Context: an optimization exercise on an open-source flow, tuned for small area, a short achievable clock period and few clock cycles per item. The choices shown serve that exercise and are no tape-out recipe. Function was checked by simulation only, so behaviour that the tests miss may differ from the original.

==> design/flow/design.v <==
`default_nettype none
package nemd_pkg;
  localparam logic [1:0]  REG_ATTACK = 2'd0;
  localparam logic [1:0]  REG_RISE   = 2'd1;
  localparam logic [1:0]  REG_FALL   = 2'd2;
  localparam logic [15:0] ATTACK_RESET = 16'd5243;
  localparam logic [8:0]  RISE_RESET   = 9'd179;
  localparam logic [8:0]  FALL_RESET   = 9'd72;
  localparam logic        ACT_OFF = 1'b1;
  localparam logic [11:0] REST_BELOW = 12'd20;
  localparam logic [11:0] PITCH_LOW  = 12'd110;
  localparam logic [11:0] PITCH_HIGH = 12'd850;
  localparam logic [16:0] PITCH_SPAN = 17'd740;
  localparam logic [16:0] ONE_Q16    = 17'h10000;
  localparam logic [16:0] BASE_Q16   = 17'd42598;
  localparam logic [14:0] DEPTH_Q16  = 15'd22938;
  localparam logic [15:0] DUR_MAX    = 16'hFFFF;
  typedef struct packed {
    logic        start;
    logic [16:0] rem_init;
    logic [15:0] num_lo;
    logic [16:0] divisor;
  } div_req_t;
  typedef struct packed {
    logic        done;
    logic [15:0] quot;
  } div_rsp_t;
endpackage
`default_nettype wire
`default_nettype none
import nemd_pkg::*;
module nemd_div (
  input  logic               clk,
  input  logic               rst,
  input  nemd_pkg::div_req_t req,
  output nemd_pkg::div_rsp_t rsp
);
  logic        busy;
  logic        done;
  logic [3:0]  cnt;
  logic [16:0] rem;
  logic [15:0] num;
  logic [16:0] dvsr;
  logic [15:0] quot;
  logic [17:0] trial;
  logic [17:0] diff;
  logic        fits;
  always_comb begin
    trial = {rem, num[15]};
    diff  = trial - {1'b0, dvsr};
    fits  = (trial >= {1'b0, dvsr});
  end
  always_ff @(posedge clk) begin
    if (rst) begin
      busy <= 1'b0;
      done <= 1'b0;
      cnt  <= 4'd0;
    end else begin
      done <= 1'b0;
      if (req.start) begin
        busy <= 1'b1;
        cnt  <= 4'd15;
      end else if (busy) begin
        cnt <= cnt - 4'd1;
        if (cnt == 4'd0) begin
          busy <= 1'b0;
          done <= 1'b1;
        end
      end
    end
  end
  always_ff @(posedge clk) begin
    if (req.start) begin
      rem  <= req.rem_init;
      num  <= req.num_lo;
      dvsr <= req.divisor;
    end else if (busy) begin
      rem  <= fits ? diff[16:0] : trial[16:0];
      num  <= {num[14:0], 1'b0};
      quot <= {quot[14:0], fits};
    end
  end
  assign rsp.done = done;
  assign rsp.quot = quot;
endmodule
`default_nettype wire
`default_nettype none
import nemd_pkg::*;
module note_envelope_motor_drive (
  input  logic        clk,
  input  logic        rst,
  input  logic        s_tvalid,
  output logic        s_tready,
  input  logic [63:0] s_tdata,
  input  logic        s_tuser,
  output logic        m_tvalid,
  input  logic        m_tready,
  output logic [7:0]  m_tdata,
  input  logic        psel,
  input  logic        penable,
  input  logic        pwrite,
  input  logic [3:0]  paddr,
  input  logic [31:0] pwdata,
  output logic [31:0] prdata,
  output logic        pready
);
  localparam int DEPTH = 29;
  logic [15:0] attack_fraction;
  logic [8:0]  rise_gain;
  logic [8:0]  fall_gain;
  logic [15:0] level;
  logic [16:0] att_dec;
  logic [4:0]  be_rn, be_ro, be_rt, be_fn, be_fo, be_ft;
  logic [4:0]  bh_rp1, bh_rp2, bh_rm1, bh_rm2, bh_fp1, bh_fp2, bh_fm1, bh_fm2;
  wire [9:0] wa = 10'd256 - {1'b0, pwdata[8:0]};
  wire [10:0] wx = {wa, 1'b0};
  wire [4:0] wa_n, wa_o, wa_t;
  for (genvar j = 0; j < 5; j++) begin : g_benc
    assign wa_n[j] = wx[2*j+2] & (wa_o[j] | wa_t[j]);
    assign wa_o[j] = wx[2*j+1] ^ wx[2*j];
    assign wa_t[j] = (wx[2*j+2] & ~wx[2*j+1] & ~wx[2*j]) | (~wx[2*j+2] & wx[2*j+1] & wx[2*j]);
  end
  logic        s_tready_q;
  logic [4:0] inflight;
  logic [4:0] fcount;
  logic [4:0] wptr, rptr;
  logic [8*DEPTH-1:0] fmem;
  logic        p1_v;
  logic        p1_dsat;
  logic [9:0] p1_x;
  logic [15:0] p1_el;
  logic [11:0] p1_tempo;
  logic [11:0] p1_rem;
  logic [15:0] p1_nq;
  logic        p2_v;
  logic        p2_dsat;
  logic [9:0] p2_x;
  logic [15:0] p2_el;
  logic [11:0] p2_tempo;
  logic [11:0] p2_rem;
  logic [15:0] p2_nq;
  logic        p3_v;
  logic        p3_dsat;
  logic [9:0] p3_x;
  logic [15:0] p3_el;
  logic [11:0] p3_tempo;
  logic [11:0] p3_rem;
  logic [15:0] p3_nq;
  logic        p4_v;
  logic        p4_dsat;
  logic [9:0] p4_x;
  logic [15:0] p4_el;
  logic [11:0] p4_tempo;
  logic [11:0] p4_rem;
  logic [15:0] p4_nq;
  logic        p5_v;
  logic        p5_dsat;
  logic [9:0] p5_x;
  logic [15:0] p5_el;
  logic [11:0] p5_tempo;
  logic [11:0] p5_rem;
  logic [15:0] p5_nq;
  logic        p6_v;
  logic        p6_dsat;
  logic [9:0] p6_x;
  logic [15:0] p6_el;
  logic [11:0] p6_tempo;
  logic [11:0] p6_rem;
  logic [15:0] p6_nq;
  logic        p7_v;
  logic        p7_pfull;
  logic [9:0] p7_x;
  logic [15:0] p7_dur;
  logic [15:0] p7_rem;
  logic [15:0] p7_nq;
  logic        p8_v;
  logic        p8_pfull;
  logic [9:0] p8_x;
  logic [15:0] p8_dur;
  logic [15:0] p8_rem;
  logic [15:0] p8_nq;
  logic        p9_v;
  logic        p9_pfull;
  logic [9:0] p9_x;
  logic [15:0] p9_dur;
  logic [15:0] p9_rem;
  logic [15:0] p9_nq;
  logic        p10_v;
  logic        p10_pfull;
  logic [9:0] p10_x;
  logic [15:0] p10_dur;
  logic [15:0] p10_rem;
  logic [15:0] p10_nq;
  logic        p11_v;
  logic        p11_pfull;
  logic [9:0] p11_x;
  logic [15:0] p11_dur;
  logic [15:0] p11_rem;
  logic [15:0] p11_nq;
  logic        p12_v;
  logic        p12_pfull;
  logic [9:0] p12_x;
  logic [15:0] p12_dur;
  logic [15:0] p12_rem;
  logic [15:0] p12_nq;
  logic        p13_v;
  logic        p13_pfull;
  logic [9:0] p13_x;
  logic [15:0] p13_dur;
  logic [15:0] p13_rem;
  logic [15:0] p13_nq;
  logic        p14_v;
  logic        p14_att;
  logic [9:0] p14_x;
  logic [16:0] p14_pd;
  logic        p15_v;
  logic        p15_att;
  logic [9:0] p15_x;
  logic [15:0] p15_rem;
  logic [15:0] p15_nq;
  logic        p16_v;
  logic        p16_att;
  logic [9:0] p16_x;
  logic [15:0] p16_rem;
  logic [15:0] p16_nq;
  logic        p17_v;
  logic        p17_att;
  logic [9:0] p17_x;
  logic [15:0] p17_rem;
  logic [15:0] p17_nq;
  logic        p18_v;
  logic        p18_att;
  logic [9:0] p18_x;
  logic [15:0] p18_rem;
  logic [15:0] p18_nq;
  logic        p19_v;
  logic        p19_att;
  logic [9:0] p19_x;
  logic [15:0] p19_rem;
  logic [15:0] p19_nq;
  logic        p20_v;
  logic        p20_att;
  logic [9:0] p20_x;
  logic [15:0] p20_rem;
  logic [15:0] p20_nq;
  logic        p21_v;
  logic        p21_att;
  logic [15:0] p21_rem;
  logic [15:0] p21_nq;
  logic        p21_kill;
  logic        p21_tz;
  logic [16:0] p21_pitch;
  logic        p22_v;
  logic        p22_att;
  logic [15:0] p22_rem;
  logic [15:0] p22_nq;
  logic        p22_kill;
  logic        p22_tz;
  logic [14:0] p22_sm;
  logic        p23_v;
  logic        p23_att;
  logic        p23_kill;
  logic        p23_tz;
  logic [23:0] p23_s255;
  logic [15:0] p23_op;
  logic        p24_v;
  logic        p24_kill;
  logic        p24_tz;
  logic [32:0] p24_x;
  logic [7:0] p24_oh;
  logic [23:0] p24_s255;
  logic        p25_v;
  logic        p25_kill;
  logic [15:0] p25_tg;
  logic        p26_v;
  logic        p26_kill;
  logic [15:0] p26_tg;
  logic [26:0] p26_pr;
  logic [26:0] p26_pf;
  assign pready = 1'b1;
  logic [31:0] prdata_q;
  always_ff @(posedge clk) begin
    case (paddr[3:2])
      REG_ATTACK: prdata_q <= {16'd0, attack_fraction};
      REG_RISE:   prdata_q <= {23'd0, rise_gain};
      REG_FALL:   prdata_q <= {23'd0, fall_gain};
      default:    prdata_q <= 32'd0;
    endcase
  end
  assign prdata = prdata_q;
  always_ff @(posedge clk) begin
    if (rst) begin
      attack_fraction <= ATTACK_RESET;
      rise_gain       <= RISE_RESET;
      fall_gain       <= FALL_RESET;
      att_dec         <= ONE_Q16 - {1'b0, ATTACK_RESET};
      bh_rp1 <= 5'd13; bh_rp2 <= 5'd0; bh_rm1 <= 5'd2; bh_rm2 <= 5'd0;
      bh_fp1 <= 5'd16; bh_fp2 <= 5'd0; bh_fm1 <= 5'd8; bh_fm2 <= 5'd2;
      be_rn <= 5'd2; be_ro <= 5'd15; be_rt <= 5'd0;
      be_fn <= 5'd10; be_fo <= 5'd24; be_ft <= 5'd2;
    end else if (psel && penable && pwrite) begin
      case (paddr[3:2])
        REG_ATTACK: begin attack_fraction <= pwdata[15:0]; att_dec <= ONE_Q16 - {1'b0, pwdata[15:0]}; end
        REG_RISE:   begin rise_gain <= pwdata[8:0]; be_rn <= wa_n; be_ro <= wa_o; be_rt <= wa_t; bh_rp1 <= wa_o & ~wa_n; bh_rp2 <= wa_t & ~wa_n; bh_rm1 <= wa_o & wa_n; bh_rm2 <= wa_t & wa_n; end
        REG_FALL:   begin fall_gain <= pwdata[8:0]; be_fn <= wa_n; be_fo <= wa_o; be_ft <= wa_t; bh_fp1 <= wa_o & ~wa_n; bh_fp2 <= wa_t & ~wa_n; bh_fm1 <= wa_o & wa_n; bh_fm2 <= wa_t & wa_n; end
        default:    ;
      endcase
    end
  end
  wire [11:0] i_freq  = s_tdata[13:2];
  wire [15:0] i_len   = s_tdata[29:14];
  wire [15:0] i_el    = s_tdata[45:30];
  wire [11:0] i_tempo = s_tdata[57:46];
  wire i_kill = (s_tuser == ACT_OFF) | ~s_tdata[0];
  wire i_tz = ~s_tdata[1] | (i_freq < REST_BELOW) | (i_tempo == 12'd0) |
              ((i_len[15:4] == 12'd0) && ({i_len[3:0], 8'd0} < i_tempo));
  wire i_dsat = ({4'd0, i_len[15:8]} >= i_tempo);
  wire [11:0] i_fm = i_freq - PITCH_LOW;
  wire [9:0] i_x = (i_freq <= PITCH_LOW) ? 10'd0 : (i_freq >= PITCH_HIGH) ? 10'd740 : i_fm[9:0];
  wire i_v = s_tvalid & s_tready_q;
  wire [15:0] ia_nqi = {i_len[7:0], 8'd0};
  wire [12:0] ia_t0 = {{4'd0, i_len[15:8]}, ia_nqi[15]};
  wire [13:0] ia_d0 = {1'd0, ia_t0} - {2'd0, i_tempo};
  wire ia_f0 = ~ia_d0[13];
  wire [11:0] ia_r0 = ia_f0 ? ia_d0[11:0] : ia_t0[11:0];
  wire [15:0] ia_n0 = {ia_nqi[14:0], ia_f0};
  wire [9:0] i_xf = i_kill ? 10'd1023 : i_tz ? 10'd1022 : i_x;
  always_ff @(posedge clk) p1_v <= rst ? 1'b0 : i_v;
  always_ff @(posedge clk) p1_dsat <= i_dsat;
  always_ff @(posedge clk) p1_x <= i_xf;
  always_ff @(posedge clk) p1_el <= i_el;
  always_ff @(posedge clk) p1_tempo <= i_tempo;
  always_ff @(posedge clk) p1_rem <= ia_r0;
  always_ff @(posedge clk) p1_nq <= ia_n0;
  wire [12:0] s1_t0 = {p1_rem, p1_nq[15]};
  wire [13:0] s1_d0 = {1'd0, s1_t0} - {2'd0, p1_tempo};
  wire s1_f0 = ~s1_d0[13];
  wire [11:0] s1_r0 = s1_f0 ? s1_d0[11:0] : s1_t0[11:0];
  wire [15:0] s1_n0 = {p1_nq[14:0], s1_f0};
  wire [12:0] s1_t1 = {s1_r0, s1_n0[15]};
  wire [13:0] s1_d1 = {1'd0, s1_t1} - {2'd0, p1_tempo};
  wire s1_f1 = ~s1_d1[13];
  wire [11:0] s1_r1 = s1_f1 ? s1_d1[11:0] : s1_t1[11:0];
  wire [15:0] s1_n1 = {s1_n0[14:0], s1_f1};
  wire [12:0] s1_t2 = {s1_r1, s1_n1[15]};
  wire [13:0] s1_d2 = {1'd0, s1_t2} - {2'd0, p1_tempo};
  wire s1_f2 = ~s1_d2[13];
  wire [11:0] s1_r2 = s1_f2 ? s1_d2[11:0] : s1_t2[11:0];
  wire [15:0] s1_n2 = {s1_n1[14:0], s1_f2};
  always_ff @(posedge clk) p2_v <= rst ? 1'b0 : p1_v;
  always_ff @(posedge clk) p2_dsat <= p1_dsat;
  always_ff @(posedge clk) p2_x <= p1_x;
  always_ff @(posedge clk) p2_el <= p1_el;
  always_ff @(posedge clk) p2_tempo <= p1_tempo;
  always_ff @(posedge clk) p2_rem <= s1_r2;
  always_ff @(posedge clk) p2_nq <= s1_n2;
  wire [12:0] s2_t0 = {p2_rem, p2_nq[15]};
  wire [13:0] s2_d0 = {1'd0, s2_t0} - {2'd0, p2_tempo};
  wire s2_f0 = ~s2_d0[13];
  wire [11:0] s2_r0 = s2_f0 ? s2_d0[11:0] : s2_t0[11:0];
  wire [15:0] s2_n0 = {p2_nq[14:0], s2_f0};
  wire [12:0] s2_t1 = {s2_r0, s2_n0[15]};
  wire [13:0] s2_d1 = {1'd0, s2_t1} - {2'd0, p2_tempo};
  wire s2_f1 = ~s2_d1[13];
  wire [11:0] s2_r1 = s2_f1 ? s2_d1[11:0] : s2_t1[11:0];
  wire [15:0] s2_n1 = {s2_n0[14:0], s2_f1};
  wire [12:0] s2_t2 = {s2_r1, s2_n1[15]};
  wire [13:0] s2_d2 = {1'd0, s2_t2} - {2'd0, p2_tempo};
  wire s2_f2 = ~s2_d2[13];
  wire [11:0] s2_r2 = s2_f2 ? s2_d2[11:0] : s2_t2[11:0];
  wire [15:0] s2_n2 = {s2_n1[14:0], s2_f2};
  always_ff @(posedge clk) p3_v <= rst ? 1'b0 : p2_v;
  always_ff @(posedge clk) p3_dsat <= p2_dsat;
  always_ff @(posedge clk) p3_x <= p2_x;
  always_ff @(posedge clk) p3_el <= p2_el;
  always_ff @(posedge clk) p3_tempo <= p2_tempo;
  always_ff @(posedge clk) p3_rem <= s2_r2;
  always_ff @(posedge clk) p3_nq <= s2_n2;
  wire [12:0] s3_t0 = {p3_rem, p3_nq[15]};
  wire [13:0] s3_d0 = {1'd0, s3_t0} - {2'd0, p3_tempo};
  wire s3_f0 = ~s3_d0[13];
  wire [11:0] s3_r0 = s3_f0 ? s3_d0[11:0] : s3_t0[11:0];
  wire [15:0] s3_n0 = {p3_nq[14:0], s3_f0};
  wire [12:0] s3_t1 = {s3_r0, s3_n0[15]};
  wire [13:0] s3_d1 = {1'd0, s3_t1} - {2'd0, p3_tempo};
  wire s3_f1 = ~s3_d1[13];
  wire [11:0] s3_r1 = s3_f1 ? s3_d1[11:0] : s3_t1[11:0];
  wire [15:0] s3_n1 = {s3_n0[14:0], s3_f1};
  wire [12:0] s3_t2 = {s3_r1, s3_n1[15]};
  wire [13:0] s3_d2 = {1'd0, s3_t2} - {2'd0, p3_tempo};
  wire s3_f2 = ~s3_d2[13];
  wire [11:0] s3_r2 = s3_f2 ? s3_d2[11:0] : s3_t2[11:0];
  wire [15:0] s3_n2 = {s3_n1[14:0], s3_f2};
  always_ff @(posedge clk) p4_v <= rst ? 1'b0 : p3_v;
  always_ff @(posedge clk) p4_dsat <= p3_dsat;
  always_ff @(posedge clk) p4_x <= p3_x;
  always_ff @(posedge clk) p4_el <= p3_el;
  always_ff @(posedge clk) p4_tempo <= p3_tempo;
  always_ff @(posedge clk) p4_rem <= s3_r2;
  always_ff @(posedge clk) p4_nq <= s3_n2;
  wire [12:0] s4_t0 = {p4_rem, p4_nq[15]};
  wire [13:0] s4_d0 = {1'd0, s4_t0} - {2'd0, p4_tempo};
  wire s4_f0 = ~s4_d0[13];
  wire [11:0] s4_r0 = s4_f0 ? s4_d0[11:0] : s4_t0[11:0];
  wire [15:0] s4_n0 = {p4_nq[14:0], s4_f0};
  wire [12:0] s4_t1 = {s4_r0, s4_n0[15]};
  wire [13:0] s4_d1 = {1'd0, s4_t1} - {2'd0, p4_tempo};
  wire s4_f1 = ~s4_d1[13];
  wire [11:0] s4_r1 = s4_f1 ? s4_d1[11:0] : s4_t1[11:0];
  wire [15:0] s4_n1 = {s4_n0[14:0], s4_f1};
  wire [12:0] s4_t2 = {s4_r1, s4_n1[15]};
  wire [13:0] s4_d2 = {1'd0, s4_t2} - {2'd0, p4_tempo};
  wire s4_f2 = ~s4_d2[13];
  wire [11:0] s4_r2 = s4_f2 ? s4_d2[11:0] : s4_t2[11:0];
  wire [15:0] s4_n2 = {s4_n1[14:0], s4_f2};
  always_ff @(posedge clk) p5_v <= rst ? 1'b0 : p4_v;
  always_ff @(posedge clk) p5_dsat <= p4_dsat;
  always_ff @(posedge clk) p5_x <= p4_x;
  always_ff @(posedge clk) p5_el <= p4_el;
  always_ff @(posedge clk) p5_tempo <= p4_tempo;
  always_ff @(posedge clk) p5_rem <= s4_r2;
  always_ff @(posedge clk) p5_nq <= s4_n2;
  wire [12:0] s5_t0 = {p5_rem, p5_nq[15]};
  wire [13:0] s5_d0 = {1'd0, s5_t0} - {2'd0, p5_tempo};
  wire s5_f0 = ~s5_d0[13];
  wire [11:0] s5_r0 = s5_f0 ? s5_d0[11:0] : s5_t0[11:0];
  wire [15:0] s5_n0 = {p5_nq[14:0], s5_f0};
  wire [12:0] s5_t1 = {s5_r0, s5_n0[15]};
  wire [13:0] s5_d1 = {1'd0, s5_t1} - {2'd0, p5_tempo};
  wire s5_f1 = ~s5_d1[13];
  wire [11:0] s5_r1 = s5_f1 ? s5_d1[11:0] : s5_t1[11:0];
  wire [15:0] s5_n1 = {s5_n0[14:0], s5_f1};
  wire [12:0] s5_t2 = {s5_r1, s5_n1[15]};
  wire [13:0] s5_d2 = {1'd0, s5_t2} - {2'd0, p5_tempo};
  wire s5_f2 = ~s5_d2[13];
  wire [11:0] s5_r2 = s5_f2 ? s5_d2[11:0] : s5_t2[11:0];
  wire [15:0] s5_n2 = {s5_n1[14:0], s5_f2};
  always_ff @(posedge clk) p6_v <= rst ? 1'b0 : p5_v;
  always_ff @(posedge clk) p6_dsat <= p5_dsat;
  always_ff @(posedge clk) p6_x <= p5_x;
  always_ff @(posedge clk) p6_el <= p5_el;
  always_ff @(posedge clk) p6_tempo <= p5_tempo;
  always_ff @(posedge clk) p6_rem <= s5_r2;
  always_ff @(posedge clk) p6_nq <= s5_n2;
  wire [15:0] s6_dur = p6_dsat ? DUR_MAX : p6_nq;
  wire s6_pfull = (p6_el >= s6_dur);
  wire [15:0] s6_nqi = 16'd0;
  wire [16:0] s6_t0 = {p6_el, s6_nqi[15]};
  wire [17:0] s6_d0 = {1'd0, s6_t0} - {2'd0, s6_dur};
  wire s6_f0 = ~s6_d0[17];
  wire [15:0] s6_r0 = s6_f0 ? s6_d0[15:0] : s6_t0[15:0];
  wire [15:0] s6_n0 = {s6_nqi[14:0], s6_f0};
  wire [16:0] s6_t1 = {s6_r0, s6_n0[15]};
  wire [17:0] s6_d1 = {1'd0, s6_t1} - {2'd0, s6_dur};
  wire s6_f1 = ~s6_d1[17];
  wire [15:0] s6_r1 = s6_f1 ? s6_d1[15:0] : s6_t1[15:0];
  wire [15:0] s6_n1 = {s6_n0[14:0], s6_f1};
  always_ff @(posedge clk) p7_v <= rst ? 1'b0 : p6_v;
  always_ff @(posedge clk) p7_pfull <= s6_pfull;
  always_ff @(posedge clk) p7_x <= p6_x;
  always_ff @(posedge clk) p7_dur <= s6_dur;
  always_ff @(posedge clk) p7_rem <= s6_r1;
  always_ff @(posedge clk) p7_nq <= s6_n1;
  wire [16:0] s7_t0 = {p7_rem, p7_nq[15]};
  wire [17:0] s7_d0 = {1'd0, s7_t0} - {2'd0, p7_dur};
  wire s7_f0 = ~s7_d0[17];
  wire [15:0] s7_r0 = s7_f0 ? s7_d0[15:0] : s7_t0[15:0];
  wire [15:0] s7_n0 = {p7_nq[14:0], s7_f0};
  wire [16:0] s7_t1 = {s7_r0, s7_n0[15]};
  wire [17:0] s7_d1 = {1'd0, s7_t1} - {2'd0, p7_dur};
  wire s7_f1 = ~s7_d1[17];
  wire [15:0] s7_r1 = s7_f1 ? s7_d1[15:0] : s7_t1[15:0];
  wire [15:0] s7_n1 = {s7_n0[14:0], s7_f1};
  always_ff @(posedge clk) p8_v <= rst ? 1'b0 : p7_v;
  always_ff @(posedge clk) p8_pfull <= p7_pfull;
  always_ff @(posedge clk) p8_x <= p7_x;
  always_ff @(posedge clk) p8_dur <= p7_dur;
  always_ff @(posedge clk) p8_rem <= s7_r1;
  always_ff @(posedge clk) p8_nq <= s7_n1;
  wire [16:0] s8_t0 = {p8_rem, p8_nq[15]};
  wire [17:0] s8_d0 = {1'd0, s8_t0} - {2'd0, p8_dur};
  wire s8_f0 = ~s8_d0[17];
  wire [15:0] s8_r0 = s8_f0 ? s8_d0[15:0] : s8_t0[15:0];
  wire [15:0] s8_n0 = {p8_nq[14:0], s8_f0};
  wire [16:0] s8_t1 = {s8_r0, s8_n0[15]};
  wire [17:0] s8_d1 = {1'd0, s8_t1} - {2'd0, p8_dur};
  wire s8_f1 = ~s8_d1[17];
  wire [15:0] s8_r1 = s8_f1 ? s8_d1[15:0] : s8_t1[15:0];
  wire [15:0] s8_n1 = {s8_n0[14:0], s8_f1};
  always_ff @(posedge clk) p9_v <= rst ? 1'b0 : p8_v;
  always_ff @(posedge clk) p9_pfull <= p8_pfull;
  always_ff @(posedge clk) p9_x <= p8_x;
  always_ff @(posedge clk) p9_dur <= p8_dur;
  always_ff @(posedge clk) p9_rem <= s8_r1;
  always_ff @(posedge clk) p9_nq <= s8_n1;
  wire [16:0] s9_t0 = {p9_rem, p9_nq[15]};
  wire [17:0] s9_d0 = {1'd0, s9_t0} - {2'd0, p9_dur};
  wire s9_f0 = ~s9_d0[17];
  wire [15:0] s9_r0 = s9_f0 ? s9_d0[15:0] : s9_t0[15:0];
  wire [15:0] s9_n0 = {p9_nq[14:0], s9_f0};
  wire [16:0] s9_t1 = {s9_r0, s9_n0[15]};
  wire [17:0] s9_d1 = {1'd0, s9_t1} - {2'd0, p9_dur};
  wire s9_f1 = ~s9_d1[17];
  wire [15:0] s9_r1 = s9_f1 ? s9_d1[15:0] : s9_t1[15:0];
  wire [15:0] s9_n1 = {s9_n0[14:0], s9_f1};
  always_ff @(posedge clk) p10_v <= rst ? 1'b0 : p9_v;
  always_ff @(posedge clk) p10_pfull <= p9_pfull;
  always_ff @(posedge clk) p10_x <= p9_x;
  always_ff @(posedge clk) p10_dur <= p9_dur;
  always_ff @(posedge clk) p10_rem <= s9_r1;
  always_ff @(posedge clk) p10_nq <= s9_n1;
  wire [16:0] s10_t0 = {p10_rem, p10_nq[15]};
  wire [17:0] s10_d0 = {1'd0, s10_t0} - {2'd0, p10_dur};
  wire s10_f0 = ~s10_d0[17];
  wire [15:0] s10_r0 = s10_f0 ? s10_d0[15:0] : s10_t0[15:0];
  wire [15:0] s10_n0 = {p10_nq[14:0], s10_f0};
  wire [16:0] s10_t1 = {s10_r0, s10_n0[15]};
  wire [17:0] s10_d1 = {1'd0, s10_t1} - {2'd0, p10_dur};
  wire s10_f1 = ~s10_d1[17];
  wire [15:0] s10_r1 = s10_f1 ? s10_d1[15:0] : s10_t1[15:0];
  wire [15:0] s10_n1 = {s10_n0[14:0], s10_f1};
  always_ff @(posedge clk) p11_v <= rst ? 1'b0 : p10_v;
  always_ff @(posedge clk) p11_pfull <= p10_pfull;
  always_ff @(posedge clk) p11_x <= p10_x;
  always_ff @(posedge clk) p11_dur <= p10_dur;
  always_ff @(posedge clk) p11_rem <= s10_r1;
  always_ff @(posedge clk) p11_nq <= s10_n1;
  wire [16:0] s11_t0 = {p11_rem, p11_nq[15]};
  wire [17:0] s11_d0 = {1'd0, s11_t0} - {2'd0, p11_dur};
  wire s11_f0 = ~s11_d0[17];
  wire [15:0] s11_r0 = s11_f0 ? s11_d0[15:0] : s11_t0[15:0];
  wire [15:0] s11_n0 = {p11_nq[14:0], s11_f0};
  wire [16:0] s11_t1 = {s11_r0, s11_n0[15]};
  wire [17:0] s11_d1 = {1'd0, s11_t1} - {2'd0, p11_dur};
  wire s11_f1 = ~s11_d1[17];
  wire [15:0] s11_r1 = s11_f1 ? s11_d1[15:0] : s11_t1[15:0];
  wire [15:0] s11_n1 = {s11_n0[14:0], s11_f1};
  always_ff @(posedge clk) p12_v <= rst ? 1'b0 : p11_v;
  always_ff @(posedge clk) p12_pfull <= p11_pfull;
  always_ff @(posedge clk) p12_x <= p11_x;
  always_ff @(posedge clk) p12_dur <= p11_dur;
  always_ff @(posedge clk) p12_rem <= s11_r1;
  always_ff @(posedge clk) p12_nq <= s11_n1;
  wire [16:0] s12_t0 = {p12_rem, p12_nq[15]};
  wire [17:0] s12_d0 = {1'd0, s12_t0} - {2'd0, p12_dur};
  wire s12_f0 = ~s12_d0[17];
  wire [15:0] s12_r0 = s12_f0 ? s12_d0[15:0] : s12_t0[15:0];
  wire [15:0] s12_n0 = {p12_nq[14:0], s12_f0};
  wire [16:0] s12_t1 = {s12_r0, s12_n0[15]};
  wire [17:0] s12_d1 = {1'd0, s12_t1} - {2'd0, p12_dur};
  wire s12_f1 = ~s12_d1[17];
  wire [15:0] s12_r1 = s12_f1 ? s12_d1[15:0] : s12_t1[15:0];
  wire [15:0] s12_n1 = {s12_n0[14:0], s12_f1};
  always_ff @(posedge clk) p13_v <= rst ? 1'b0 : p12_v;
  always_ff @(posedge clk) p13_pfull <= p12_pfull;
  always_ff @(posedge clk) p13_x <= p12_x;
  always_ff @(posedge clk) p13_dur <= p12_dur;
  always_ff @(posedge clk) p13_rem <= s12_r1;
  always_ff @(posedge clk) p13_nq <= s12_n1;
  wire [16:0] s13_t0 = {p13_rem, p13_nq[15]};
  wire [17:0] s13_d0 = {1'd0, s13_t0} - {2'd0, p13_dur};
  wire s13_f0 = ~s13_d0[17];
  wire [15:0] s13_r0 = s13_f0 ? s13_d0[15:0] : s13_t0[15:0];
  wire [15:0] s13_n0 = {p13_nq[14:0], s13_f0};
  wire [16:0] s13_t1 = {s13_r0, s13_n0[15]};
  wire [17:0] s13_d1 = {1'd0, s13_t1} - {2'd0, p13_dur};
  wire s13_f1 = ~s13_d1[17];
  wire [15:0] s13_r1 = s13_f1 ? s13_d1[15:0] : s13_t1[15:0];
  wire [15:0] s13_n1 = {s13_n0[14:0], s13_f1};
  wire [16:0] s13_phase = p13_pfull ? ONE_Q16 : {1'b0, s13_n1};
  wire s13_att = (attack_fraction != 16'd0) && (s13_phase < {1'b0, attack_fraction});
  wire [16:0] s13_dd = s13_phase - {1'b0, attack_fraction};
  wire [16:0] s13_pdv = s13_att ? s13_phase : s13_dd;
  always_ff @(posedge clk) p14_v <= rst ? 1'b0 : p13_v;
  always_ff @(posedge clk) p14_att <= s13_att;
  always_ff @(posedge clk) p14_x <= p13_x;
  always_ff @(posedge clk) p14_pd <= s13_pdv;
  wire [31:0] s14_num = {15'd0, p14_pd} * 32'd22938;
  wire [15:0] s14_rem = p14_att ? p14_pd[15:0] : s14_num[31:16];
  wire [15:0] s14_nq = p14_att ? 16'd0 : s14_num[15:0];
  wire [16:0] s14_div = p14_att ? div_att : div_dec;
  always_ff @(posedge clk) p15_v <= rst ? 1'b0 : p14_v;
  always_ff @(posedge clk) p15_att <= p14_att;
  always_ff @(posedge clk) p15_x <= p14_x;
  always_ff @(posedge clk) p15_rem <= s14_rem;
  always_ff @(posedge clk) p15_nq <= s14_nq;
  wire [16:0] div_att = {1'b0, attack_fraction};
  wire [16:0] div_dec = att_dec;
  wire [16:0] s15_div = p15_att ? div_att : div_dec;
  wire [16:0] s15_t0 = {p15_rem, p15_nq[15]};
  wire [17:0] s15_d0 = {1'd0, s15_t0} - {1'd0, s15_div};
  wire s15_f0 = ~s15_d0[17];
  wire [15:0] s15_r0 = s15_f0 ? s15_d0[15:0] : s15_t0[15:0];
  wire [15:0] s15_n0 = {p15_nq[14:0], s15_f0};
  wire [16:0] s15_t1 = {s15_r0, s15_n0[15]};
  wire [17:0] s15_d1 = {1'd0, s15_t1} - {1'd0, s15_div};
  wire s15_f1 = ~s15_d1[17];
  wire [15:0] s15_r1 = s15_f1 ? s15_d1[15:0] : s15_t1[15:0];
  wire [15:0] s15_n1 = {s15_n0[14:0], s15_f1};
  always_ff @(posedge clk) p16_v <= rst ? 1'b0 : p15_v;
  always_ff @(posedge clk) p16_att <= p15_att;
  always_ff @(posedge clk) p16_x <= p15_x;
  always_ff @(posedge clk) p16_rem <= s15_r1;
  always_ff @(posedge clk) p16_nq <= s15_n1;
  wire [16:0] s16_div = p16_att ? div_att : div_dec;
  wire [16:0] s16_t0 = {p16_rem, p16_nq[15]};
  wire [17:0] s16_d0 = {1'd0, s16_t0} - {1'd0, s16_div};
  wire s16_f0 = ~s16_d0[17];
  wire [15:0] s16_r0 = s16_f0 ? s16_d0[15:0] : s16_t0[15:0];
  wire [15:0] s16_n0 = {p16_nq[14:0], s16_f0};
  wire [16:0] s16_t1 = {s16_r0, s16_n0[15]};
  wire [17:0] s16_d1 = {1'd0, s16_t1} - {1'd0, s16_div};
  wire s16_f1 = ~s16_d1[17];
  wire [15:0] s16_r1 = s16_f1 ? s16_d1[15:0] : s16_t1[15:0];
  wire [15:0] s16_n1 = {s16_n0[14:0], s16_f1};
  always_ff @(posedge clk) p17_v <= rst ? 1'b0 : p16_v;
  always_ff @(posedge clk) p17_att <= p16_att;
  always_ff @(posedge clk) p17_x <= p16_x;
  always_ff @(posedge clk) p17_rem <= s16_r1;
  always_ff @(posedge clk) p17_nq <= s16_n1;
  wire [16:0] s17_div = p17_att ? div_att : div_dec;
  wire [16:0] s17_t0 = {p17_rem, p17_nq[15]};
  wire [17:0] s17_d0 = {1'd0, s17_t0} - {1'd0, s17_div};
  wire s17_f0 = ~s17_d0[17];
  wire [15:0] s17_r0 = s17_f0 ? s17_d0[15:0] : s17_t0[15:0];
  wire [15:0] s17_n0 = {p17_nq[14:0], s17_f0};
  wire [16:0] s17_t1 = {s17_r0, s17_n0[15]};
  wire [17:0] s17_d1 = {1'd0, s17_t1} - {1'd0, s17_div};
  wire s17_f1 = ~s17_d1[17];
  wire [15:0] s17_r1 = s17_f1 ? s17_d1[15:0] : s17_t1[15:0];
  wire [15:0] s17_n1 = {s17_n0[14:0], s17_f1};
  always_ff @(posedge clk) p18_v <= rst ? 1'b0 : p17_v;
  always_ff @(posedge clk) p18_att <= p17_att;
  always_ff @(posedge clk) p18_x <= p17_x;
  always_ff @(posedge clk) p18_rem <= s17_r1;
  always_ff @(posedge clk) p18_nq <= s17_n1;
  wire [16:0] s18_div = p18_att ? div_att : div_dec;
  wire [16:0] s18_t0 = {p18_rem, p18_nq[15]};
  wire [17:0] s18_d0 = {1'd0, s18_t0} - {1'd0, s18_div};
  wire s18_f0 = ~s18_d0[17];
  wire [15:0] s18_r0 = s18_f0 ? s18_d0[15:0] : s18_t0[15:0];
  wire [15:0] s18_n0 = {p18_nq[14:0], s18_f0};
  wire [16:0] s18_t1 = {s18_r0, s18_n0[15]};
  wire [17:0] s18_d1 = {1'd0, s18_t1} - {1'd0, s18_div};
  wire s18_f1 = ~s18_d1[17];
  wire [15:0] s18_r1 = s18_f1 ? s18_d1[15:0] : s18_t1[15:0];
  wire [15:0] s18_n1 = {s18_n0[14:0], s18_f1};
  always_ff @(posedge clk) p19_v <= rst ? 1'b0 : p18_v;
  always_ff @(posedge clk) p19_att <= p18_att;
  always_ff @(posedge clk) p19_x <= p18_x;
  always_ff @(posedge clk) p19_rem <= s18_r1;
  always_ff @(posedge clk) p19_nq <= s18_n1;
  wire [16:0] s19_div = p19_att ? div_att : div_dec;
  wire [16:0] s19_t0 = {p19_rem, p19_nq[15]};
  wire [17:0] s19_d0 = {1'd0, s19_t0} - {1'd0, s19_div};
  wire s19_f0 = ~s19_d0[17];
  wire [15:0] s19_r0 = s19_f0 ? s19_d0[15:0] : s19_t0[15:0];
  wire [15:0] s19_n0 = {p19_nq[14:0], s19_f0};
  wire [16:0] s19_t1 = {s19_r0, s19_n0[15]};
  wire [17:0] s19_d1 = {1'd0, s19_t1} - {1'd0, s19_div};
  wire s19_f1 = ~s19_d1[17];
  wire [15:0] s19_r1 = s19_f1 ? s19_d1[15:0] : s19_t1[15:0];
  wire [15:0] s19_n1 = {s19_n0[14:0], s19_f1};
  always_ff @(posedge clk) p20_v <= rst ? 1'b0 : p19_v;
  always_ff @(posedge clk) p20_att <= p19_att;
  always_ff @(posedge clk) p20_x <= p19_x;
  always_ff @(posedge clk) p20_rem <= s19_r1;
  always_ff @(posedge clk) p20_nq <= s19_n1;
  wire [16:0] s20_div = p20_att ? div_att : div_dec;
  wire [16:0] s20_t0 = {p20_rem, p20_nq[15]};
  wire [17:0] s20_d0 = {1'd0, s20_t0} - {1'd0, s20_div};
  wire s20_f0 = ~s20_d0[17];
  wire [15:0] s20_r0 = s20_f0 ? s20_d0[15:0] : s20_t0[15:0];
  wire [15:0] s20_n0 = {p20_nq[14:0], s20_f0};
  wire [16:0] s20_t1 = {s20_r0, s20_n0[15]};
  wire [17:0] s20_d1 = {1'd0, s20_t1} - {1'd0, s20_div};
  wire s20_f1 = ~s20_d1[17];
  wire [15:0] s20_r1 = s20_f1 ? s20_d1[15:0] : s20_t1[15:0];
  wire [15:0] s20_n1 = {s20_n0[14:0], s20_f1};
  wire s20_kill = (p20_x == 10'd1023);
  wire s20_tz = (p20_x[9:1] == 9'h1FF);
  wire [31:0] s20_pm = {22'd0, p20_x} * 32'd2902005;
  always_ff @(posedge clk) p21_v <= rst ? 1'b0 : p20_v;
  always_ff @(posedge clk) p21_att <= p20_att;
  always_ff @(posedge clk) p21_rem <= s20_r1;
  always_ff @(posedge clk) p21_nq <= s20_n1;
  always_ff @(posedge clk) p21_kill <= s20_kill;
  always_ff @(posedge clk) p21_tz <= s20_tz;
  always_ff @(posedge clk) p21_pitch <= s20_pm[31:15];
  wire [16:0] s21_div = p21_att ? div_att : div_dec;
  wire [16:0] s21_t0 = {p21_rem, p21_nq[15]};
  wire [17:0] s21_d0 = {1'd0, s21_t0} - {1'd0, s21_div};
  wire s21_f0 = ~s21_d0[17];
  wire [15:0] s21_r0 = s21_f0 ? s21_d0[15:0] : s21_t0[15:0];
  wire [15:0] s21_n0 = {p21_nq[14:0], s21_f0};
  wire [16:0] s21_t1 = {s21_r0, s21_n0[15]};
  wire [17:0] s21_d1 = {1'd0, s21_t1} - {1'd0, s21_div};
  wire s21_f1 = ~s21_d1[17];
  wire [15:0] s21_r1 = s21_f1 ? s21_d1[15:0] : s21_t1[15:0];
  wire [15:0] s21_n1 = {s21_n0[14:0], s21_f1};
  wire [31:0] s21_sm = {15'd0, p21_pitch} * 32'd22938;
  always_ff @(posedge clk) p22_v <= rst ? 1'b0 : p21_v;
  always_ff @(posedge clk) p22_att <= p21_att;
  always_ff @(posedge clk) p22_rem <= s21_r1;
  always_ff @(posedge clk) p22_nq <= s21_n1;
  always_ff @(posedge clk) p22_kill <= p21_kill;
  always_ff @(posedge clk) p22_tz <= p21_tz;
  always_ff @(posedge clk) p22_sm <= s21_sm[30:16];
  wire [16:0] s22_div = p22_att ? div_att : div_dec;
  wire [16:0] s22_t0 = {p22_rem, p22_nq[15]};
  wire [17:0] s22_d0 = {1'd0, s22_t0} - {1'd0, s22_div};
  wire s22_f0 = ~s22_d0[17];
  wire [15:0] s22_r0 = s22_f0 ? s22_d0[15:0] : s22_t0[15:0];
  wire [15:0] s22_n0 = {p22_nq[14:0], s22_f0};
  wire [16:0] s22_t1 = {s22_r0, s22_n0[15]};
  wire [17:0] s22_d1 = {1'd0, s22_t1} - {1'd0, s22_div};
  wire s22_f1 = ~s22_d1[17];
  wire [15:0] s22_r1 = s22_f1 ? s22_d1[15:0] : s22_t1[15:0];
  wire [15:0] s22_n1 = {s22_n0[14:0], s22_f1};
  wire [23:0] s22_s255 = 24'd10862490 + {1'b0, p22_sm, 8'd0} - {9'd0, p22_sm};
  wire [15:0] s22_op = p22_att ? s22_n1 : ~s22_n1;
  always_ff @(posedge clk) p23_v <= rst ? 1'b0 : p22_v;
  always_ff @(posedge clk) p23_att <= p22_att;
  always_ff @(posedge clk) p23_kill <= p22_kill;
  always_ff @(posedge clk) p23_tz <= p22_tz;
  always_ff @(posedge clk) p23_s255 <= s22_s255;
  always_ff @(posedge clk) p23_op <= s22_op;
  wire [15:0] s23_op = p23_op;
  wire [23:0] s23_ad = p23_att ? 24'd0 : p23_s255;
  wire [32:0] s23_x_ye = {9'd0, p23_s255};
  wire [32:0] s23_x = ({33{s23_op[7:0][0]}} & (s23_x_ye << 0)) + ({33{s23_op[7:0][1]}} & (s23_x_ye << 1)) + ({33{s23_op[7:0][2]}} & (s23_x_ye << 2)) + ({33{s23_op[7:0][3]}} & (s23_x_ye << 3)) + ({33{s23_op[7:0][4]}} & (s23_x_ye << 4)) + ({33{s23_op[7:0][5]}} & (s23_x_ye << 5)) + ({33{s23_op[7:0][6]}} & (s23_x_ye << 6)) + ({33{s23_op[7:0][7]}} & (s23_x_ye << 7)) + {9'd0, s23_ad};
  always_ff @(posedge clk) p24_v <= rst ? 1'b0 : p23_v;
  always_ff @(posedge clk) p24_kill <= p23_kill;
  always_ff @(posedge clk) p24_tz <= p23_tz;
  always_ff @(posedge clk) p24_x <= s23_x;
  always_ff @(posedge clk) p24_oh <= s23_op[15:8];
  always_ff @(posedge clk) p24_s255 <= p23_s255;
  wire [39:0] s24_sc_ye = {16'd0, p24_s255};
  wire [39:0] s24_sc = ({40{p24_oh[0]}} & (s24_sc_ye << 8)) + ({40{p24_oh[1]}} & (s24_sc_ye << 9)) + ({40{p24_oh[2]}} & (s24_sc_ye << 10)) + ({40{p24_oh[3]}} & (s24_sc_ye << 11)) + ({40{p24_oh[4]}} & (s24_sc_ye << 12)) + ({40{p24_oh[5]}} & (s24_sc_ye << 13)) + ({40{p24_oh[6]}} & (s24_sc_ye << 14)) + ({40{p24_oh[7]}} & (s24_sc_ye << 15)) + {7'd0, p24_x};
  wire [15:0] s24_tg = p24_tz ? 16'd0 : s24_sc[39:24];
  always_ff @(posedge clk) p25_v <= rst ? 1'b0 : p24_v;
  always_ff @(posedge clk) p25_kill <= p24_kill;
  always_ff @(posedge clk) p25_tg <= s24_tg;
  wire [26:0] grm0 = be_ro[0] ? {11'd0, p25_tg} : be_rt[0] ? {10'd0, p25_tg, 1'b0} : 27'd0;
  wire [26:0] grr0 = (~be_rn[0] ? ~grm0 : grm0) << 0;
  wire [26:0] grm1 = be_ro[1] ? {11'd0, p25_tg} : be_rt[1] ? {10'd0, p25_tg, 1'b0} : 27'd0;
  wire [26:0] grr1 = (~be_rn[1] ? ~grm1 : grm1) << 2;
  wire [26:0] grm2 = be_ro[2] ? {11'd0, p25_tg} : be_rt[2] ? {10'd0, p25_tg, 1'b0} : 27'd0;
  wire [26:0] grr2 = (~be_rn[2] ? ~grm2 : grm2) << 4;
  wire [26:0] grm3 = be_ro[3] ? {11'd0, p25_tg} : be_rt[3] ? {10'd0, p25_tg, 1'b0} : 27'd0;
  wire [26:0] grr3 = (~be_rn[3] ? ~grm3 : grm3) << 6;
  wire [26:0] grm4 = be_ro[4] ? {11'd0, p25_tg} : be_rt[4] ? {10'd0, p25_tg, 1'b0} : 27'd0;
  wire [26:0] grr4 = (~be_rn[4] ? ~grm4 : grm4) << 8;
  wire [26:0] s25_pr = {3'd0, p25_tg, 8'd0} + grr0 + grr1 + grr2 + grr3 + grr4 + 27'd341;
  wire [26:0] gfm0 = be_fo[0] ? {11'd0, p25_tg} : be_ft[0] ? {10'd0, p25_tg, 1'b0} : 27'd0;
  wire [26:0] gfr0 = (~be_fn[0] ? ~gfm0 : gfm0) << 0;
  wire [26:0] gfm1 = be_fo[1] ? {11'd0, p25_tg} : be_ft[1] ? {10'd0, p25_tg, 1'b0} : 27'd0;
  wire [26:0] gfr1 = (~be_fn[1] ? ~gfm1 : gfm1) << 2;
  wire [26:0] gfm2 = be_fo[2] ? {11'd0, p25_tg} : be_ft[2] ? {10'd0, p25_tg, 1'b0} : 27'd0;
  wire [26:0] gfr2 = (~be_fn[2] ? ~gfm2 : gfm2) << 4;
  wire [26:0] gfm3 = be_fo[3] ? {11'd0, p25_tg} : be_ft[3] ? {10'd0, p25_tg, 1'b0} : 27'd0;
  wire [26:0] gfr3 = (~be_fn[3] ? ~gfm3 : gfm3) << 6;
  wire [26:0] gfm4 = be_fo[4] ? {11'd0, p25_tg} : be_ft[4] ? {10'd0, p25_tg, 1'b0} : 27'd0;
  wire [26:0] gfr4 = (~be_fn[4] ? ~gfm4 : gfm4) << 8;
  wire [26:0] s25_pf = {3'd0, p25_tg, 8'd0} + gfr0 + gfr1 + gfr2 + gfr3 + gfr4 + 27'd596;
  always_ff @(posedge clk) p26_v <= rst ? 1'b0 : p25_v;
  always_ff @(posedge clk) p26_kill <= p25_kill;
  always_ff @(posedge clk) p26_tg <= p25_tg;
  always_ff @(posedge clk) p26_pr <= s25_pr;
  always_ff @(posedge clk) p26_pf <= s25_pf;
  wire rising = (p26_tg > level);
  wire [16:0] lrf0 = ({17{bh_rp1[0]}} & {1'b0, level}) | ({17{bh_rp2[0]}} & {level, 1'b0}) |
                      ({17{bh_rm1[0]}} & ~{1'b0, level}) | ({17{bh_rm2[0]}} & ~{level, 1'b0});
  wire [26:0] lrr0 = {{10{bh_rm1[0] | bh_rm2[0]}}, lrf0} << 0;
  wire [16:0] lrf1 = ({17{bh_rp1[1]}} & {1'b0, level}) | ({17{bh_rp2[1]}} & {level, 1'b0}) |
                      ({17{bh_rm1[1]}} & ~{1'b0, level}) | ({17{bh_rm2[1]}} & ~{level, 1'b0});
  wire [26:0] lrr1 = {{10{bh_rm1[1] | bh_rm2[1]}}, lrf1} << 2;
  wire [16:0] lrf2 = ({17{bh_rp1[2]}} & {1'b0, level}) | ({17{bh_rp2[2]}} & {level, 1'b0}) |
                      ({17{bh_rm1[2]}} & ~{1'b0, level}) | ({17{bh_rm2[2]}} & ~{level, 1'b0});
  wire [26:0] lrr2 = {{10{bh_rm1[2] | bh_rm2[2]}}, lrf2} << 4;
  wire [16:0] lrf3 = ({17{bh_rp1[3]}} & {1'b0, level}) | ({17{bh_rp2[3]}} & {level, 1'b0}) |
                      ({17{bh_rm1[3]}} & ~{1'b0, level}) | ({17{bh_rm2[3]}} & ~{level, 1'b0});
  wire [26:0] lrr3 = {{10{bh_rm1[3] | bh_rm2[3]}}, lrf3} << 6;
  wire [16:0] lrf4 = ({17{bh_rp1[4]}} & {1'b0, level}) | ({17{bh_rp2[4]}} & {level, 1'b0}) |
                      ({17{bh_rm1[4]}} & ~{1'b0, level}) | ({17{bh_rm2[4]}} & ~{level, 1'b0});
  wire [26:0] lrr4 = {{10{bh_rm1[4] | bh_rm2[4]}}, lrf4} << 8;
  wire [26:0] s_r = lrr0 + lrr1 + lrr2 + lrr3 + lrr4 + p26_pr;
  wire [16:0] lff0 = ({17{bh_fp1[0]}} & {1'b0, level}) | ({17{bh_fp2[0]}} & {level, 1'b0}) |
                      ({17{bh_fm1[0]}} & ~{1'b0, level}) | ({17{bh_fm2[0]}} & ~{level, 1'b0});
  wire [26:0] lfr0 = {{10{bh_fm1[0] | bh_fm2[0]}}, lff0} << 0;
  wire [16:0] lff1 = ({17{bh_fp1[1]}} & {1'b0, level}) | ({17{bh_fp2[1]}} & {level, 1'b0}) |
                      ({17{bh_fm1[1]}} & ~{1'b0, level}) | ({17{bh_fm2[1]}} & ~{level, 1'b0});
  wire [26:0] lfr1 = {{10{bh_fm1[1] | bh_fm2[1]}}, lff1} << 2;
  wire [16:0] lff2 = ({17{bh_fp1[2]}} & {1'b0, level}) | ({17{bh_fp2[2]}} & {level, 1'b0}) |
                      ({17{bh_fm1[2]}} & ~{1'b0, level}) | ({17{bh_fm2[2]}} & ~{level, 1'b0});
  wire [26:0] lfr2 = {{10{bh_fm1[2] | bh_fm2[2]}}, lff2} << 4;
  wire [16:0] lff3 = ({17{bh_fp1[3]}} & {1'b0, level}) | ({17{bh_fp2[3]}} & {level, 1'b0}) |
                      ({17{bh_fm1[3]}} & ~{1'b0, level}) | ({17{bh_fm2[3]}} & ~{level, 1'b0});
  wire [26:0] lfr3 = {{10{bh_fm1[3] | bh_fm2[3]}}, lff3} << 6;
  wire [16:0] lff4 = ({17{bh_fp1[4]}} & {1'b0, level}) | ({17{bh_fp2[4]}} & {level, 1'b0}) |
                      ({17{bh_fm1[4]}} & ~{1'b0, level}) | ({17{bh_fm2[4]}} & ~{level, 1'b0});
  wire [26:0] lfr4 = {{10{bh_fm1[4] | bh_fm2[4]}}, lff4} << 8;
  wire [26:0] s_f = lfr0 + lfr1 + lfr2 + lfr3 + lfr4 + p26_pf;
  wire [18:0] q_r = s_r[26:8];
  wire [18:0] q_f = s_f[26:8];
  wire [15:0] n_r = (q_r[17:8] == 10'd0) ? 16'd0 : (q_r[17:16] != 2'd0) ? 16'hFFFF : q_r[15:0];
  wire [15:0] n_f = (q_f[18] | (q_f[17:8] == 10'd0)) ? 16'd0 : q_f[15:0];
  wire [15:0] lvl_next = p26_kill ? 16'd0 : rising ? n_r : n_f;
  wire res_v = p26_v;
  always_ff @(posedge clk) begin
    if (rst) level <= 16'd0;
    else if (res_v) level <= lvl_next;
  end
  wire take = m_tvalid & m_tready;
  logic fifo_we;
  always_ff @(posedge clk) fifo_we <= rst ? 1'b0 : res_v;
  wire [7:0] fifo_wd = level[15:8];
  wire [4:0] inflight_next = inflight + {4'd0, i_v} - {4'd0, take};
  always_ff @(posedge clk) begin
    if (rst) begin
      inflight   <= 5'd0;
      s_tready_q <= 1'b1;
      fcount     <= 5'd0;
      wptr       <= 5'd0;
      rptr       <= 5'd0;
    end else begin
      inflight   <= inflight_next;
      s_tready_q <= (inflight_next < 5'd29);
      fcount     <= fcount + {4'd0, fifo_we} - {4'd0, take};
      if (fifo_we) wptr <= (wptr == 5'd28) ? 5'd0 : wptr + 5'd1;
      if (take) rptr <= (rptr == 5'd28) ? 5'd0 : rptr + 5'd1;
    end
  end
  for (genvar e = 0; e < DEPTH; e++) begin : g_fifo
    always_ff @(posedge clk) if (fifo_we && (wptr == 5'(e))) fmem[8*e +: 8] <= fifo_wd;
  end
  assign s_tready = s_tready_q;
  logic        m_tvalid_q;
  logic [7:0]  m_tdata_q;
  wire [4:0] fcount_next = fcount + {4'd0, fifo_we} - {4'd0, take};
  wire [4:0] rptr_next = take ? ((rptr == 5'd28) ? 5'd0 : rptr + 5'd1) : rptr;
  always_ff @(posedge clk) begin
    m_tvalid_q <= rst ? 1'b0 : (fcount_next != 5'd0);
    m_tdata_q  <= (fifo_we && (rptr_next == wptr)) ? fifo_wd : fmem[8*rptr_next +: 8];
  end
  assign m_tvalid = m_tvalid_q;
  assign m_tdata  = m_tdata_q;
endmodule
`default_nettype wire
==> design/flow/run.sh <==
#!/bin/bash
# synth_recipe.tcl (not shown) runs the flow's synth.tcl, then flattens the netlist and writes it again
# the make line also repeats each setting of config.mk as NAME=value (left out here)
make -C /OpenROAD-flow-scripts/flow DESIGN_CONFIG=/design/flow/config.mk WORK_HOME=/design/flow/orfs CLKGATE_MAP_FILE= SYNTH_SCRIPT=/design/flow/synth_recipe.tcl finish
==> design/flow/config.mk <==
export PLATFORM = sky130hd
export DESIGN_NAME = note_envelope_motor_drive
export DESIGN_NICKNAME = note_envelope_motor_drive
export VERILOG_FILES = /design/flow/design.v
export SDC_FILE = /design/flow/constraint.sdc
export NUM_CORES = 4
export LEC_CHECK = 0
export ABC_AREA = 1
export CAP_MARGIN = 20
export CORE_MARGIN = 2
export CORE_UTILIZATION = 55
export CTS_CLUSTER_DIAMETER = 110
export CTS_CLUSTER_SIZE = 22
export SETUP_SLACK_MARGIN = 4.5
export SLEW_MARGIN = 20
==> design/flow/constraint.sdc <==
create_clock -name core_clock -period 10.0 [get_ports {clk}]
set_input_delay 2.0000 -clock core_clock [delete_from_list [all_inputs] [get_ports {clk}]]
set_output_delay 2.0000 -clock core_clock [all_outputs]
set_load 0.01 [all_outputs]
==> results_dict.tcl, run 1 <==
set metrics [dict create \
    holdCritStartpoint "p15_x[0]" \
    final_nets 18347 \
    r2r_setup_slack_ns 4.52 \
    rsz0062_at_grt "yes" \
    die-width_um 488 \
    synthCells 15823 \
    routedWlPerCell_um 19.0 \
    overflow 0 \
    cpPeakStageDelay_ns 0.36 \
    crit_start "p4_tempo[5]" \
    drc 0 \
    synthesis.area_mm2 0.129 \
    cts_root_buf "clkbuf_16" \
    drv_cap 0 \
    clock_latency_ns 0.83 \
    finalWorstPathRequiredPeriod_ns 5.48 \
    area_growth_pct 10.2 \
    crit_slowest_cell "dfxtp_2" \
    ys.flop_type "dfxtp_1" \
    dp_cells 18624 \
    layout.cells.non_filler 19144 \
    whs_path_depth 0 \
    synth.area.top_cells "dfxtp_1 23%, ha_1 14%, fa_1 13%" \
    ys_seq_elements 1708 \
    placed_area_mm2 0.132 \
    antenna_found_initial 18 \
    wl_um 364000 \
    worstHoldPathType "reg -> reg" \
    final_hold_viol_count 0 \
    async_flop_share 0 \
    avgSynthCellArea_um2 8.13 \
    cts.sinks 1708 \
    fin_skew_ns 0.0552 \
    crit_path_start_kind "register" \
    cp.depth 36 \
    clock_path_buffers 3 \
    synth_edf_count 232 \
    slew_viol_final 0 \
    layout_commonest_cell "nand2_1" \
    clkSlewWorstSetupHoldPaths_ns 0.09 \
    required_ns 10.71 \
    cp_top_family "compound AO/OA/AOI/OAI gates" \
    dp_hpwl_um 273000 \
    grt_pass1_wl_um 563000 \
    cts_hold_buf 0 \
    core-area_mm2 0.233 \
    r2r_start "p4_tempo[5]" \
    h-tree-depth 3 \
    fin_setup_tns_ns 0 \
    seq_area_frac_synth 0.284 \
    first_iter_violations 8166 \
    ios 151 \
    r2r_cells 36 \
    crit_path_end_kind "register" \
    gp_congestion 0.944 \
    setup_viol 0 \
    rows 177 \
    period_share 0.548 \
    yosys_warnings 1 \
    crit_path_end "p5_rem[8]" \
    slew_headroom 0.292 \
    crit_top_cell "nand2_4" \
    num_vias 106879 \
    status "timing/DRC/antenna clean" \
    firstDrtPassIters 6 \
    grt_max_degree 68 \
    rr_endpoint "p5_rem[8]" \
    fmax_ghz 0.182 \
    ant_nets 0 \
    cts_buffers 93 \
    final_cell_mix "2743 x nand2_1, 2357 x inv_1, 1357 x dfxtp_1" \
    synth_cell_type_count 86 \
    grt_usage 0.296 \
    fin_area_mm2 0.142 \
    port_buffers 109 \
    via_per_inst 5.58 \
    synth_top_area_share 0.230 \
    dieArea_mm2 0.238 \
    crit_buf_inv 6 \
    critical_path_class "reg -> reg" \
    crit_fanout 6 \
    grt_pass1_vias 104279 \
    die_y_um 488 \
    yosysTopAreaCell "dfxtp_1" \
    tightest_slew_ns 1.06 \
    crit_arrival_ns 6.19 \
    initial_core_util 0.553 \
    cts_tree "done" \
    drive_above_1_share 0.0923 \
]
==> what timing repair did <==
item                       in CTS  in global routing
buffers inserted               69                250
resized for setup             317                713
setup endpoints to repair     233                329
cloned                         36                 23
pin swaps                      26                185
==> registers in the layout, indices dropped and copies added (netlist names), 17 cells and up <==
| name | count |
|---|---|
| fmem | 232 |
| p26_pf | 27 |
| p26_pr | 26 |
| p24_x | 25 |
| p23_s255 | 24 |
| p24_s255 | 24 |
| att_dec | 17 |
| p14_pd | 17 |
| p21_pitch | 17 |
==> cell usage after synthesis, drive strengths merged, types with 54 or more instances <==
library cell	n
nand2	2862
inv	2509
dfxtp	1476
ha	1406
o21ai	1227
a21oi	1225
fa	867
nor2	836
xor2	575
nand3	487
clkbuf	412
o22ai	333
xnor2	313
edfxtp	232
buf	126
nor3	117
o211ai	91
or2	83
nand4	79
a21o	54
==> metrics by stage <==
step / utilization / setup WS, ns / hold WS [ns]
floorplan: - / 4.59 / 0.310
global placement: 0.568 / 2.63 / 0.310
detailed placement: 0.568 / 2.39 / 0.312
CTS: 0.588 / 4.47 / 0.325
global route: 0.609 / 4.26 / 0.329
finish: 0.609 / 4.52 / 0.312
==> worst reg2reg max path: cells and delay by family, from the launching register on <==
family / cells / cell delay (ns)
AOI/OAI and AO/OA: 11 / 1.92
adders and majority gates: 3 / 0.78
buffers and inverters: 6 / 0.78
DFF: 1 / 0.36
and+or+nand+nor: 16 / 1.57
==> kinds of logic after synthesis <==
logic type,Yosys count,share of synthesized area
AO/OA/AOI/OAI,3350,0.147
AND/OR/NAND/NOR,4531,0.145
XOR/XNOR,888,0.0605
multiplexers,2,0.000175
adder cells (fa/ha/maj),2273,0.272
other,2,0.0000583
flip-flops,1708,0.284
buffers and inverters,3069,0.0919
==> layout make-up <==
cell class	count	area [um2]
Antenna cell	7	17.5
Clock inverter	24	408
Timing Repair Buffer	517	4610
Sequential cell	1708	36700
Tap cell	3132	3920
Multi-Input combinational cell	11072	83500
Timing Repair inverter	43	303
Fill cell	20674	90900
Inverter	2531	9940
Clock buffer	110	2420
==> routing by layer <==
layer	vias up	GRT usage	share of wire
met4	6	0.113	0.044
li1	51852	-	-
met2	3392	0.488	0.46
met5	-	0	0.00024
met3	764	0.0414	0.065
met1	50865	0.393	0.43
==> how the worst min path moves through the flow <==
stage          slack (ns)        end
3_5_place_dp         0.31  p10_nq[5]
3_3_place_gp         0.31   p2_nq[3]
4_1_cts              0.33   p10_x[5]
5_1_grt              0.33   p2_el[3]
2_1_floorplan        0.31  p10_nq[2]
6_report             0.31   p16_x[0]
Testbench counts, summed over its fixed seeds: cycles 5,248, items 4,800.
==> run 2: changes to the inputs <==
--- a/design/flow/config.mk
+++ b/design/flow/config.mk
@@ -10,6 +10,6 @@
 export CORE_MARGIN = 2
 export CORE_UTILIZATION = 55
-export CTS_CLUSTER_DIAMETER = 110
-export CTS_CLUSTER_SIZE = 22
+export CTS_CLUSTER_DIAMETER = 120
+export CTS_CLUSTER_SIZE = 24
 export SETUP_SLACK_MARGIN = 4.5
 export SLEW_MARGIN = 20
==> run 2 against run 1 <==
Effect of this change:
- fmax shrank 1.5%
- synthesized area is the same
- global-route usage is essentially flat
- design area shrank 0.23%
- critical path depth grew 9
- core utilization shrank 0.14 points
- clock-buffer cell count shrank 8
- final cell count is essentially flat
- synthesized cell count is the same
- register-to-register slack lost 0.09 ns
==> results_dict.tcl, run 2 <==
set metrics [dict create \
    status "timing/DRC/antenna clean" \
    cts_root_buf "clkbuf_16" \
    yosysTopAreaCell "dfxtp_1" \
    grt_usage 0.296 \
    synthCells 15823 \
    cpPeakStageDelay_ns 0.37 \
    finalWorstPathRequiredPeriod_ns 5.57 \
    gp_congestion 0.944 \
    synth_top_area_share 0.230 \
    synth_top_family_by_area "adder cells" \
    fin_setup_tns_ns 0 \
    die-width_um 488 \
    final_cell_mix "2748 x nand2_1, 2358 x inv_1, 1358 x dfxtp_1" \
    synth.area.top_cells "dfxtp_1 23%, ha_1 14%, fa_1 13%" \
    synthSimpleGateAreaFrac 0.145 \
    slew_headroom 0.106 \
    critical_path_class "reg -> reg" \
    synth_cell_type_count 86 \
    period_share 0.557 \
    dp_hpwl_um 273000 \
    h-tree-depth 3 \
    synth-adder-area-share 0.272 \
    largest_reg_flops 232 \
    via_per_inst 5.59 \
    fin_skew_ns 0.0376 \
    port_buffers 109 \
    hold_ws_ns 0.314 \
    ant_nets 0 \
    rows 177 \
    yosysMostFrequentCell "nand2_1" \
    final_hold_viol_count 0 \
    layout_commonest_cell "nand2_1" \
    r2r_start "p1_tempo[2]" \
    crit_arrival_ns 6.23 \
    regArea_mm2 0.0367 \
    clock_path_buffers 3 \
    cts_tree "done" \
    synth_edf_count 232 \
    area_growth_pct 9.94 \
    grt_max_degree 68 \
    seq_area_frac_synth 0.284 \
    layout.cells.non_filler 19139 \
    cts_buffers 85 \
    worstHoldPathType "reg -> reg" \
    routedWlPerCell_um 19.1 \
    synth_compound_area_frac 0.147 \
    cts.sinks 1708 \
    muxShareOfSynthArea 0.000175 \
    firstDrtPassIters 8 \
    ys.flop_type "dfxtp_1" \
    clkSlewWorstSetupHoldPaths_ns 0.09 \
    synthesis.area_mm2 0.129 \
    dp_cells 18624 \
    top_register "fmem" \
    synth-xor-area-share 0.0605 \
    crit_path_end_kind "register" \
    dieArea_mm2 0.238 \
    fmax_ghz 0.180 \
    final_nets 18348 \
    grt_pass1_vias 104215 \
    slew_viol_final 0 \
    multi_input_area_mm2 0.0834 \
    async_flop_share 0 \
    setup_viol 0 \
    ios 151 \
    die_y_um 488 \
    grt_pass1_wl_um 563000 \
    crit_path_start_kind "register" \
    clock_latency_ns 0.78 \
    core-area_mm2 0.233 \
    num_vias 106987 \
    overflow 0 \
    drive_above_1_share 0.0917 \
    drv_cap 0 \
    first_iter_violations 7842 \
    netlist_top_cells_count "2835 x nand2_1, 2476 x inv_1, 1476 x dfxtp_1, 1406 x ha_1, 1212 x a21oi_1" \
    wl_um 365000 \
    crit_fanout 8 \
    rsz0062_at_grt "yes" \
    yosys_warnings 1 \
    crit_start "p1_tempo[2]" \
    antenna_found_initial 19 \
    crit_slowest_cell "dfxtp_2" \
    drc 0 \
    fillers 20734 \
    biggestRegsByFlops "fmem: 232 flops, p26_pf: 27 flops, p26_pr: 26 flops" \
    required_ns 10.66 \
    tightest_slew_ns 1.33 \
    initial_core_util 0.553 \
    post-route-util 0.608 \
    ys_seq_elements 1708 \
    crit_top_cell "nand2_2" \
    cts_hold_buf 0 \
    avgSynthCellArea_um2 8.13 \
    holdCritStartpoint "p15_x[9]" \
]
## run 2: cell families (layout without fill, tap and decap cells)
| logic type | after synthesis | in the layout |
|---|---|---|
| flops | 1708 | 1708 |
| xor+xnor | 888 | 888 |
| simple gates | 4531 | 4542 |
| buf+inv | 3069 | 3219 |
| compound gates | 3350 | 3350 |
| fa+ha+maj | 2273 | 2273 |
| other cells | 2 | 25 |
| mux | 2 | 2 |
## run 2: per-stage QoR
stage / worst slack, ns / cell area, um2
2_1_floorplan: 4.59 / 129000
5_1_grt: 4.20 / 141000
6_report: 4.43 / 142000
4_1_cts: 4.48 / 137000
3_3_place_gp: 2.63 / 132000
3_5_place_dp: 2.39 / 132000
## run 2: layer usage
layer | global-route usage | vias up | wire length [um]
met2 | 0.489 | 3420 | 168000
met1 | 0.393 | 50916 | 156000
met3 | 0.0408 | 788 | 24000
met5 | 0 | - | 59
li1 | - | 51855 | -
met4 | 0.111 | 8 | 16300
## run 2: final cells by class
| cell class | instances | area share |
|---|---|---|
| Sequential cell | 1708 | 0.260 |
| Clock buffer | 102 | 0.0159 |
| Antenna cell | 7 | 0.000124 |
| Inverter | 2531 | 0.0702 |
| Timing Repair inverter | 43 | 0.00218 |
| Clock inverter | 18 | 0.00167 |
| Timing Repair Buffer | 525 | 0.0332 |
| Tap cell | 3132 | 0.0277 |
| Multi-Input combinational cell | 11073 | 0.589 |
## run 2: worst paths after layout
check        slack (ns)  cells past startpoint   endpoint
max                4.43                     45  p2_rem[2]
min                0.31                      0   p16_x[9]
max reg2reg        4.43                     45  p2_rem[2]
min reg2reg        0.31                      0   p16_x[9]
## run 2: repair_timing
item / 4_1_cts / 5_1_grt
pin swaps: 28 / 175
setup endpoints to repair: 235 / 325
setup buffers: 69 / 257
gates resized for setup: 316 / 711
hold endpoints to repair: 0 / 0
gates cloned: 36 / 25
## run 2: critical path: cells and delay by family (launching register included)
family | cells | cell delay [ns]
AND/OR/NAND/NOR | 27 | 2.78
buffers and inverters | 9 | 0.63
AO/OA/AOI/OAI | 6 | 0.88
adder cells (fa/ha/maj) | 3 | 0.78
flip-flops | 1 | 0.37

[afterwards: timing with drivers on the ports]
In the flow no input, the clock included, has a driving cell. The finished layouts below were timed again as built, in two steps. Step 1: set_driving_cell puts a clkbuf_16 on clk and a buf_2 on each other input, an assumption about the parent block. Step 2 also shifts input and output timing later by t, the mid clock arrival at the registers, as if the neighbouring blocks saw the same clock. Slacks: ideal / step 1 / step 2; pairs: ideal / step 1.
run | shift t [ns] | setup WS [ns] | worst hold slack (ns) | latest minus earliest clock arrival (ns) | worst slew at a driven data input, ns
run 1 | 0.887 | 4.519 / 4.519 / 3.850 | 0.312 / 0.312 / 0.312 | 0.066 / 0.066 | 0.21
run 2 | 0.863 | 4.434 / 4.434 / 3.918 | 0.314 / 0.314 / 0.314 | 0.055 / 0.055 | 0.18
After both steps setup and hold are still met in every run listed. For run 1, which loses most, drivers alone change the setup slack by 0.000 ns; drivers and shift together by -0.669 ns.
